This is an optimization exercise on Yosys and OpenROAD, whose aim is small area, not a production implementation. At most, simulation tests tie the RTL to the original design; equivalence was not proved.

==> inputs of v20 <==
==> flow/design.v <==
package blowfish_pkg;
  localparam int unsigned NUM_ROUNDS = 16;
  localparam int unsigned KEY_WORDS  = 14;
  localparam logic [18*32-1:0] P_ARRAY = {
    32'h243f6a88, 32'h85a308d3, 32'h13198a2e, 32'h03707344,
    32'ha4093822, 32'h299f31d0, 32'h082efa98, 32'hec4e6c89,
    32'h452821e6, 32'h38d01377, 32'hbe5466cf, 32'h34e90c6c,
    32'hc0ac29b7, 32'hc97c50dd, 32'h3f84d5b5, 32'hb5470917,
    32'h9216d5d9, 32'h8979fb1b
  };
endpackage
module bf_fa (
  input  logic a,
  input  logic b,
  input  logic c,
  output logic s,
  output logic co
);
  assign {co, s} = {1'b0, a} + {1'b0, b} + {1'b0, c};
endmodule
module bf_aoi3 (
  input  logic [2:0] d,
  input  logic [2:0] sel,
  output logic       y_n
);
  assign y_n = ~|(d & sel);
endmodule
module bf_aoi2 (
  input  logic [1:0] d,
  input  logic [1:0] sel,
  output logic       y_n
);
  assign y_n = ~|(d & sel);
endmodule
module bf_sel8 (
  input  logic [7:0] d,
  input  logic [7:0] sel,
  output logic       y
);
  logic [2:0] n;
  bf_aoi3 u_a (.d(d[2:0]), .sel(sel[2:0]), .y_n(n[0]));
  bf_aoi3 u_b (.d(d[5:3]), .sel(sel[5:3]), .y_n(n[1]));
  assign n[2] = ~|(d[7:6] & sel[7:6]);
  assign y = ~&n;
endmodule
module bf_prom (
  input  logic [4:0] pidx,
  input  logic [4:0] k,
  output logic       p
);
  assign p = blowfish_pkg::P_ARRAY[32*(5'd18 - pidx) + k];
endmodule
module blowfish_dec_iter (
  input  logic         clk,
  input  logic         rst_n,
  input  logic         in_valid,
  output logic         in_ready,
  input  logic [63:0]  ct,
  input  logic [448:0] key,
  output logic         out_valid,
  input  logic         out_ready,
  output logic [63:0]  pt
);
  localparam logic [127:0] SboxMul = {32'h9e3779b1, 32'h85ebca6b, 32'hc2b2ae35, 32'h27d4eb2f};
  localparam logic [127:0] SboxXor = {32'h7f4a7c15, 32'h165667b1, 32'hd3a2646c, 32'hfd7046c5};
  logic [4:0]  ph_q;
  logic [5:0]  k_q;
  logic        sub_q;
  logic        out_valid_q;
  logic [63:0] r_q;
  logic [7:0]  acca_q [2];    
  logic [7:0]  accb_q [2];    
  logic        c1_q, c2_q, u_q;
  logic        swap, act, done, run;
  logic [4:0]  kk;
  logic [4:0]  pidx;       
  logic [3:0]  slot;       
  logic [511:0] src;
  logic        dbit, pbit, mbit, fbit, in31;
  logic        unused_key_msb;
  assign unused_key_msb = key[448];
  assign swap = k_q[5];
  assign act  = !k_q[5];
  assign kk   = k_q[4:0];
  assign done = (ph_q == 5'd18) && (k_q == 6'd63);
  assign run  = rst_n && in_valid && !out_valid_q && !done;
  always_ff @(posedge clk) begin
    if (run) begin
      {ph_q, k_q} <= {ph_q, k_q} + {10'd0, swap | sub_q};
      sub_q       <= act && !sub_q;
    end else begin
      {ph_q, k_q} <= '0;
      sub_q       <= 1'b0;
    end
    out_valid_q <= rst_n && ((done && in_valid) || (out_valid_q && !out_ready));
  end
  assign in_ready  = done;
  assign out_valid = out_valid_q;
  assign pt        = {r_q[31:0], r_q[63:32]};
  always_comb begin
    pidx = (ph_q == 5'd18 && swap) ? 5'd1 : 5'(5'd20 - ph_q);
    case (ph_q)
      5'd0:    slot = 4'd15;                       
      5'd1:    slot = 4'd14;                       
      default: slot = (pidx > 5'd14) ? 4'(5'd28 - pidx) : 4'(5'd13 - (pidx - 5'd1));
    endcase
  end
  assign src = {ct, key[447:0]};
  logic [7:0]  oh1, oh2, oh3;
  logic [63:0] lv1;
  logic [7:0]  lv2;
  assign oh1 = 8'd1 << kk[2:0];
  assign oh2 = 8'd1 << {slot[0], kk[4:3]};
  assign oh3 = 8'd1 << slot[3:1];
  for (genvar m = 0; m < 64; m++) begin : g_lv1
    bf_sel8 u_sel (.d(src[8*m +: 8]), .sel(oh1), .y(lv1[m]));
  end
  for (genvar n = 0; n < 8; n++) begin : g_lv2
    bf_sel8 u_sel (.d(lv1[8*n +: 8]), .sel(oh2), .y(lv2[n]));
  end
  bf_sel8 u_sel3 (.d(lv2), .sel(oh3), .y(dbit));
  assign pbit = blowfish_pkg::P_ARRAY[32*(5'd18 - pidx) + kk];
  always_comb begin
    if (act)                mbit = dbit ^ (pbit && ph_q >= 5'd2);
    else if (ph_q == 5'd18) mbit = dbit ^ pbit;
    else                    mbit = 1'b0;
  end
  logic [1:0]  mlo, mhi, xlo, xhi;
  logic [7:0]  add  [2];
  logic [7:0]  acc_d [2];
  logic [8:0]  cy   [2];
  logic [1:0]  s;
  logic        u, w, c1_d, c2_d;
  for (genvar j = 0; j < 2; j++) begin : g_add
    assign mlo[j] = act && !sub_q && SboxMul[32*(3-j) + kk];
    assign mhi[j] = act &&  sub_q && SboxMul[32*(1-j) + kk];
    assign xlo[j] = act && !sub_q && SboxXor[32*(3-j) + kk];
    assign xhi[j] = act &&  sub_q && SboxXor[32*(1-j) + kk];
    assign add[j] = ({8{mlo[j]}} & r_q[63-8*j -: 8]) | ({8{mhi[j]}} & r_q[47-8*j -: 8]);
    for (genvar b = 0; b < 8; b++) begin : g_bit
      if (b == 0) begin : g_ha
        assign s[j]      = accb_q[j][0] ^ add[j][0] ^ xlo[j] ^ xhi[j];
        assign cy[j][1]  = accb_q[j][0] & add[j][0];
      end else begin : g_fa
        bf_fa u_fa (.a(accb_q[j][b]), .b(add[j][b]), .c(cy[j][b]), .s(acc_d[j][b-1]), .co(cy[j][b+1]));
      end
    end
    assign acc_d[j][7] = cy[j][8];
  end
  bf_fa u_fa1 (.a(s[0]), .b(s[1]), .c(c1_q), .s(u), .co(c1_d));
  assign w = u_q ^ s[0];
  bf_fa u_fa2 (.a(w), .b(s[1]), .c(c2_q), .s(fbit), .co(c2_d));
  always_ff @(posedge clk) begin
    for (int j = 0; j < 2; j++) begin
      acca_q[j] <= acc_d[j];
      accb_q[j] <= acca_q[j];
    end
    u_q <= u;
    if (!sub_q)         c1_q <= c1_d;
    if (sub_q || swap)  c2_q <= c2_d;
  end
  always_comb begin
    if (swap) in31 = r_q[32] ^ mbit;
    else      in31 = (r_q[0] && ph_q >= 5'd2) ^ (fbit && ph_q >= 5'd3) ^ mbit;
  end
  always_ff @(posedge clk) begin
    if (!out_valid_q && (swap || sub_q)) begin
      r_q[31:0] <= {in31, r_q[31:1]};
      if (swap) r_q[63:32] <= {r_q[0], r_q[63:33]};
    end
  end
endmodule
==> flow/flow/run.sh <==
#!/bin/bash
# The standard layout (the standard.sh: ORFS synthesis through finish), with every
# input and output port buffered by the smallest buffer, sky130_fd_sc_hd__buf_1.
set -euo pipefail
export BUFFER_PORTS_ARGS="-buffer_cell sky130_fd_sc_hd__buf_1"
bash standard.sh > standard_flow.log 2>&1
==> flow/standard.sh <==
#!/bin/bash
# synth_recipe.tcl (not shown) runs the flow's synth.tcl, then flattens the netlist and writes it again
# the make line also repeats each setting of config.mk as NAME=value (left out here)
make -C /OpenROAD-flow-scripts/flow DESIGN_CONFIG=/design/flow/config.mk WORK_HOME=/design/flow/orfs CLKGATE_MAP_FILE= SYNTH_SCRIPT=/design/flow/synth_recipe.tcl "${@:-finish}"
==> flow/config.mk <==
export PLATFORM = sky130hd
export DESIGN_NAME = blowfish_dec_iter
export DESIGN_NICKNAME = blowfish_dec_iter
export VERILOG_FILES = /design/flow/design.v
export SDC_FILE = /design/flow/constraint.sdc
export NUM_CORES = 4
export LEC_CHECK = 0
export CAP_MARGIN = 20
export CORE_AREA = 3 3 202 202
export CTS_BUF_LIST = sky130_fd_sc_hd__clkbuf_8
export DIE_AREA = 0 0 205 205
export SLEW_MARGIN = 20
export SYNTH_HIERARCHICAL = 1
==> flow/constraint.sdc <==
create_clock -name core_clock -period 12.5 [get_ports {clk}]
set_input_delay 2.5000 -clock core_clock [delete_from_list [all_inputs] [get_ports {clk}]]
set_output_delay 2.5000 -clock core_clock [all_outputs]
set_load 0.01 [all_outputs]
==> v6: changes against v20 <==
==> flow/design.v, changed modules only <==
module feistel_serial (
  input  logic        clk,
  input  logic        act,
  input  logic [4:0]  k,
  input  logic [31:0] x,
  output logic        f
);
  localparam logic [127:0] SboxMul = {32'h9e3779b1, 32'h85ebca6b, 32'hc2b2ae35, 32'h27d4eb2f};
  localparam logic [127:0] SboxXor = {32'h7f4a7c15, 32'h165667b1, 32'hd3a2646c, 32'hfd7046c5};
  logic [7:0] acc_q [4];
  logic [8:0] sum   [4];
  logic [3:0] s;
  logic       c1_q, c2_q;
  logic       u, w;
  always_comb begin
    for (int i = 0; i < 4; i++) begin
      sum[i] = {1'b0, acc_q[i]} + ((act && SboxMul[32*(3-i) + k]) ? {1'b0, x[31-8*i -: 8]} : 9'd0);
      s[i]   = sum[i][0] ^ (act && SboxXor[32*(3-i) + k]);
    end
    u = s[0] ^ s[1] ^ c1_q;
    w = u ^ s[2];
    f = w ^ s[3] ^ c2_q;
  end
  always_ff @(posedge clk) begin
    for (int i = 0; i < 4; i++) acc_q[i] <= sum[i][8:1];
    c1_q <= (s[0] & s[1]) | (c1_q & (s[0] ^ s[1]));
    c2_q <= (w & s[3]) | (c2_q & (w ^ s[3]));
  end
endmodule
module blowfish_dec_iter (
  input  logic         clk,
  input  logic         rst_n,
  input  logic         in_valid,
  output logic         in_ready,
  input  logic [63:0]  ct,
  input  logic [448:0] key,
  output logic         out_valid,
  input  logic         out_ready,
  output logic [63:0]  pt
);
  logic [4:0]  ph_q;
  logic [5:0]  k_q;
  logic        out_valid_q;
  logic [63:0] r_q;
  logic        swap, done, run;
  logic [4:0]  pidx;       
  logic [3:0]  slot;       
  logic [511:0] src;
  logic        dbit, pbit, mbit, fbit, in31;
  logic        unused_key_msb;
  assign unused_key_msb = key[448];
  assign swap = k_q[5];
  assign done = (ph_q == 5'd18) && (k_q == 6'd63);
  assign run  = rst_n && in_valid && !out_valid_q && !done;
  always_ff @(posedge clk) begin
    if (run) {ph_q, k_q} <= {ph_q, k_q} + 11'd1;
    else     {ph_q, k_q} <= '0;
    out_valid_q <= rst_n && ((done && in_valid) || (out_valid_q && !out_ready));
  end
  assign in_ready  = done;
  assign out_valid = out_valid_q;
  assign pt        = {r_q[31:0], r_q[63:32]};
  always_comb begin
    pidx = (ph_q == 5'd18 && swap) ? 5'd1 : 5'(5'd20 - ph_q);
    case (ph_q)
      5'd0:    slot = 4'd15;                       
      5'd1:    slot = 4'd14;                       
      default: slot = (pidx > 5'd14) ? 4'(5'd28 - pidx) : 4'(5'd13 - (pidx - 5'd1));
    endcase
  end
  assign src  = {ct, key[447:0]};
  assign dbit = src[{slot, k_q[4:0]}];
  assign pbit = blowfish_pkg::P_ARRAY[32*(5'd18 - pidx) + k_q[4:0]];
  always_comb begin
    if (!swap)              mbit = dbit ^ (pbit && ph_q >= 5'd2);
    else if (ph_q == 5'd18) mbit = dbit ^ pbit;
    else                    mbit = 1'b0;
  end
  feistel_serial u_f (
    .clk (clk),
    .act (!swap),
    .k   (k_q[4:0]),
    .x   (r_q[63:32]),
    .f   (fbit)
  );
  always_comb begin
    if (swap) in31 = r_q[32] ^ mbit;
    else      in31 = (r_q[0] && ph_q >= 5'd2) ^ (fbit && ph_q >= 5'd3) ^ mbit;
  end
  always_ff @(posedge clk) begin
    if (!out_valid_q) begin
      r_q[31:0] <= {in31, r_q[31:1]};
      if (swap) r_q[63:32] <= {r_q[0], r_q[63:33]};
    end
  end
endmodule
// module bf_fa removed
// module bf_aoi3 removed
// module bf_aoi2 removed
// module bf_sel8 removed
// module bf_prom removed
==> flow/run.sh (new file) <==
#!/bin/bash
# synth_recipe.tcl (not shown) runs the flow's synth.tcl, then flattens the netlist and writes it again
# the make line also repeats each setting of config.mk as NAME=value (left out here)
make -C /OpenROAD-flow-scripts/flow DESIGN_CONFIG=/design/flow/config.mk WORK_HOME=/design/flow/orfs CLKGATE_MAP_FILE= SYNTH_SCRIPT=/design/flow/synth_recipe.tcl finish
- CORE_AREA: 3 3 202 202 -> not set
- CORE_MARGIN: not set -> 2
- CORE_UTILIZATION: not set -> 40
- CTS_BUF_LIST: sky130_fd_sc_hd__clkbuf_8 -> not set
- DIE_AREA: 0 0 205 205 -> not set
- SYNTH_HIERARCHICAL: 1 -> not set
removed: flow/flow/run.sh
removed: flow/standard.sh
==> v36: changes against v20 <==
==> flow/design.v, changed modules only <==
module blowfish_dec_iter (
  input  logic         clk,
  input  logic         rst_n,
  input  logic         in_valid,
  output logic         in_ready,
  input  logic [63:0]  ct,
  input  logic [448:0] key,
  output logic         out_valid,
  input  logic         out_ready,
  output logic [63:0]  pt
);
  localparam logic [127:0] SboxMul = {32'h9e3779b1, 32'h85ebca6b, 32'hc2b2ae35, 32'h27d4eb2f};
  localparam logic [127:0] SboxXor = {32'h7f4a7c15, 32'h165667b1, 32'hd3a2646c, 32'hfd7046c5};
  logic [4:0]  ph_q;
  logic [5:0]  k_q;
  logic        out_valid_q;
  logic [63:0] r_q;
  logic [7:0]  acc_q [4];
  logic        c1_q, c2_q;
  logic        swap, act, done, run;
  logic [4:0]  kk;
  logic [4:0]  pidx;       
  logic [3:0]  slot;       
  logic [511:0] src;
  logic        dbit, pbit, mbit, fbit, in31;
  logic        unused_key_msb;
  assign unused_key_msb = key[448];
  assign swap = k_q[5];
  assign act  = !k_q[5];
  assign kk   = k_q[4:0];
  assign done = (ph_q == 5'd18) && (k_q == 6'd63);
  assign run  = rst_n && in_valid && !out_valid_q && !done;
  always_ff @(posedge clk) begin
    if (run) {ph_q, k_q} <= {ph_q, k_q} + 11'd1;
    else     {ph_q, k_q} <= '0;
    out_valid_q <= rst_n && ((done && in_valid) || (out_valid_q && !out_ready));
  end
  assign in_ready  = done;
  assign out_valid = out_valid_q;
  assign pt        = {r_q[31:0], r_q[63:32]};
  always_comb begin
    pidx = (ph_q == 5'd18 && swap) ? 5'd1 : 5'(5'd20 - ph_q);
    case (ph_q)
      5'd0:    slot = 4'd15;                       
      5'd1:    slot = 4'd14;                       
      default: slot = (pidx > 5'd14) ? 4'(5'd28 - pidx) : 4'(5'd13 - (pidx - 5'd1));
    endcase
  end
  assign src = {ct, key[447:0]};
  logic [7:0]  oh1, oh2, oh3;
  logic [63:0] lv1;
  logic [7:0]  lv2;
  assign oh1 = 8'd1 << kk[2:0];
  assign oh2 = 8'd1 << {slot[0], kk[4:3]};
  assign oh3 = 8'd1 << slot[3:1];
  for (genvar m = 0; m < 64; m++) begin : g_lv1
    bf_sel8 u_sel (.d(src[8*m +: 8]), .sel(oh1), .y(lv1[m]));
  end
  for (genvar n = 0; n < 8; n++) begin : g_lv2
    bf_sel8 u_sel (.d(lv1[8*n +: 8]), .sel(oh2), .y(lv2[n]));
  end
  bf_sel8 u_sel3 (.d(lv2), .sel(oh3), .y(dbit));
  assign pbit = blowfish_pkg::P_ARRAY[32*(5'd18 - pidx) + kk];
  always_comb begin
    if (act)                mbit = dbit ^ (pbit && ph_q >= 5'd2);
    else if (ph_q == 5'd18) mbit = dbit ^ pbit;
    else                    mbit = 1'b0;
  end
  logic [3:0]  mul, msk;
  logic [7:0]  add  [4];
  logic [7:0]  acc_d [4];
  logic [8:0]  cy   [4];
  logic [3:0]  s;
  logic        u, w, c1_d, c2_d;
  for (genvar j = 0; j < 4; j++) begin : g_sbox
    assign mul[j] = act && SboxMul[32*(3-j) + kk];
    assign msk[j] = act && SboxXor[32*(3-j) + kk];
    assign add[j] = mul[j] ? r_q[63-8*j -: 8] : 8'd0;
    assign cy[j][0] = 1'b0;
    for (genvar b = 0; b < 8; b++) begin : g_bit
      logic sum;
      if (b == 0) begin : g_ha
        assign sum       = acc_q[j][0] ^ add[j][0];
        assign cy[j][1]  = acc_q[j][0] & add[j][0];
      end else begin : g_fa
        bf_fa u_fa (.a(acc_q[j][b]), .b(add[j][b]), .c(cy[j][b]), .s(sum), .co(cy[j][b+1]));
        assign acc_d[j][b-1] = sum;
      end
      if (b == 0) begin : g_s
        assign s[j] = sum ^ msk[j];
      end
    end
    assign acc_d[j][7] = cy[j][8];
  end
  bf_fa u_fa1 (.a(s[0]), .b(s[1]), .c(c1_q), .s(u), .co(c1_d));
  assign w = u ^ s[2];
  bf_fa u_fa2 (.a(w), .b(s[3]), .c(c2_q), .s(fbit), .co(c2_d));
  always_ff @(posedge clk) begin
    for (int j = 0; j < 4; j++) acc_q[j] <= acc_d[j];
    c1_q <= c1_d;
    c2_q <= c2_d;
  end
  always_comb begin
    if (swap) in31 = r_q[32] ^ mbit;
    else      in31 = (r_q[0] && ph_q >= 5'd2) ^ (fbit && ph_q >= 5'd3) ^ mbit;
  end
  always_ff @(posedge clk) begin
    if (!out_valid_q) begin
      r_q[31:0] <= {in31, r_q[31:1]};
      if (swap) r_q[63:32] <= {r_q[0], r_q[63:33]};
    end
  end
endmodule
- CORE_AREA: 3 3 202 202 -> not set
- CORE_MARGIN: not set -> 2
- CORE_UTILIZATION: not set -> 40
- CTS_BUF_LIST: sky130_fd_sc_hd__clkbuf_8 -> not set
- DIE_AREA: 0 0 205 205 -> not set
==> results.py <==
metrics = {
    "yosys": {
        "ys_seq_area_share_pct": 33.2,
        "yosys_register_bits": 110,
        "synth_edf_count": 64,
        "synth.most_common_cell": "a222oi_1",
        "ys_top_cells_by_area": "edfxtp_1, a222oi_1, dfxtp_1, fa_1, a22oi_1",
        "yosysTopAreaCellShare_pct": 22.4,
        "synth-compound-area-share_pct": 35.1,
        "synth_top_area_cell": "edfxtp_1",
        "syn-num-nets": 1465,
        "synthMuxAreaShare_pct": 0.117,
    },
    "floorplan": {
        "initial_core_util_pct": 40.8,
        "die_w_um": 150,
    },
    "outcome": {
        "error": "[ERROR PPL-0024] Number of IO pins (583) exceeds maximum number of available positions (538). Increase the die perimeter from 601.52um to 792.88um.",
        "outcome": "stopped before the end",
        "stop_stage": "3_2_place_iop",
    },
}
-- figures above: v36

==> results.py <==
metrics = {
    "yosys": {
        "synth.most_common_cell": "mux4_2",
        "syn-num-nets": 1688,
        "ys_top_cells_by_area": "mux4_2, edfxtp_1, dfxtp_1, mux2i_1, ha_1",
        "yosys_register_bits": 110,
        "synth-compound-area-share_pct": 20.0,
        "synthMuxAreaShare_pct": 26.3,
        "synth_edf_count": 64,
        "yosysTopAreaCellShare_pct": 18.9,
    },
    "floorplan": {
        "initial_core_util_pct": 41.0,
        "die_w_um": 171,
    },
    "outcome": {
        "outcome": "timing/DRC/antenna clean",
    },
}
-- figures above: v6

==> results.py <==
metrics = {
    "outcome": {
        "outcome": "timing/DRC/antenna clean",
    },
    "layout": {
        "layout_commonest_cell": "buf_1",
        "diodes": 3,
        "final_cells": 1969,
    },
    "yosys": {
        "synth_edf_count": 66,
        "syn-num-nets": 1412,
        "synth.most_common_cell": "a222oi_1",
        "synth_top_area_cell": "edfxtp_1",
        "ys_top_cells_by_area": "edfxtp_1, a222oi_1, dfxtp_1, a22oi_1, nand3_1",
        "yosys_register_bits": 112,
        "yosysTopAreaCellShare_pct": 23.9,
        "synthMuxAreaShare_pct": 0.362,
        "synth-compound-area-share_pct": 38.3,
        "ys_seq_area_share_pct": 35.0,
    },
    "cts": {
        "postCtsSetupBuffers": 0,
    },
    "floorplan": {
        "initial_core_util_pct": 21.3,
        "die_w_um": 205,
    },
    "timing": {
        "period_share_pct": 53.0,
    },
}
-- figures above: v20

Only the layout flow was run in v20 and v36; the RTL was not checked for function there.

static timing again, ports no longer ideal:
The flow's constraints put no driver on any port. The routed layouts listed below were extracted and timed again, unchanged, in two steps. Step 1 sets driving cells, clkbuf_16 on the clock port and buf_2 on the other inputs (assumed; they add their load-dependent delay and slew). Step 2 times the ports against the registers' clock, not the clock port: input delays grow and output delays shrink by t, the midpoint of the rising clock arrivals with the driver on. a / b / c = no drivers / after step 1 / after step 2; a / b = the first two.
run	t, ns	slack for setup (ns)	worst setup path after step 2	latest minus earliest clock arrival (ns)	worst slew at a driven data input, ns
v20	0.385	5.870 / 5.870 / 5.870	register to register	0.012 / 0.012	0.14
v6	0.397	5.854 / 5.808 / 5.960	register to register	0.020 / 0.020	0.16
After both steps setup and hold are still met in every run listed.
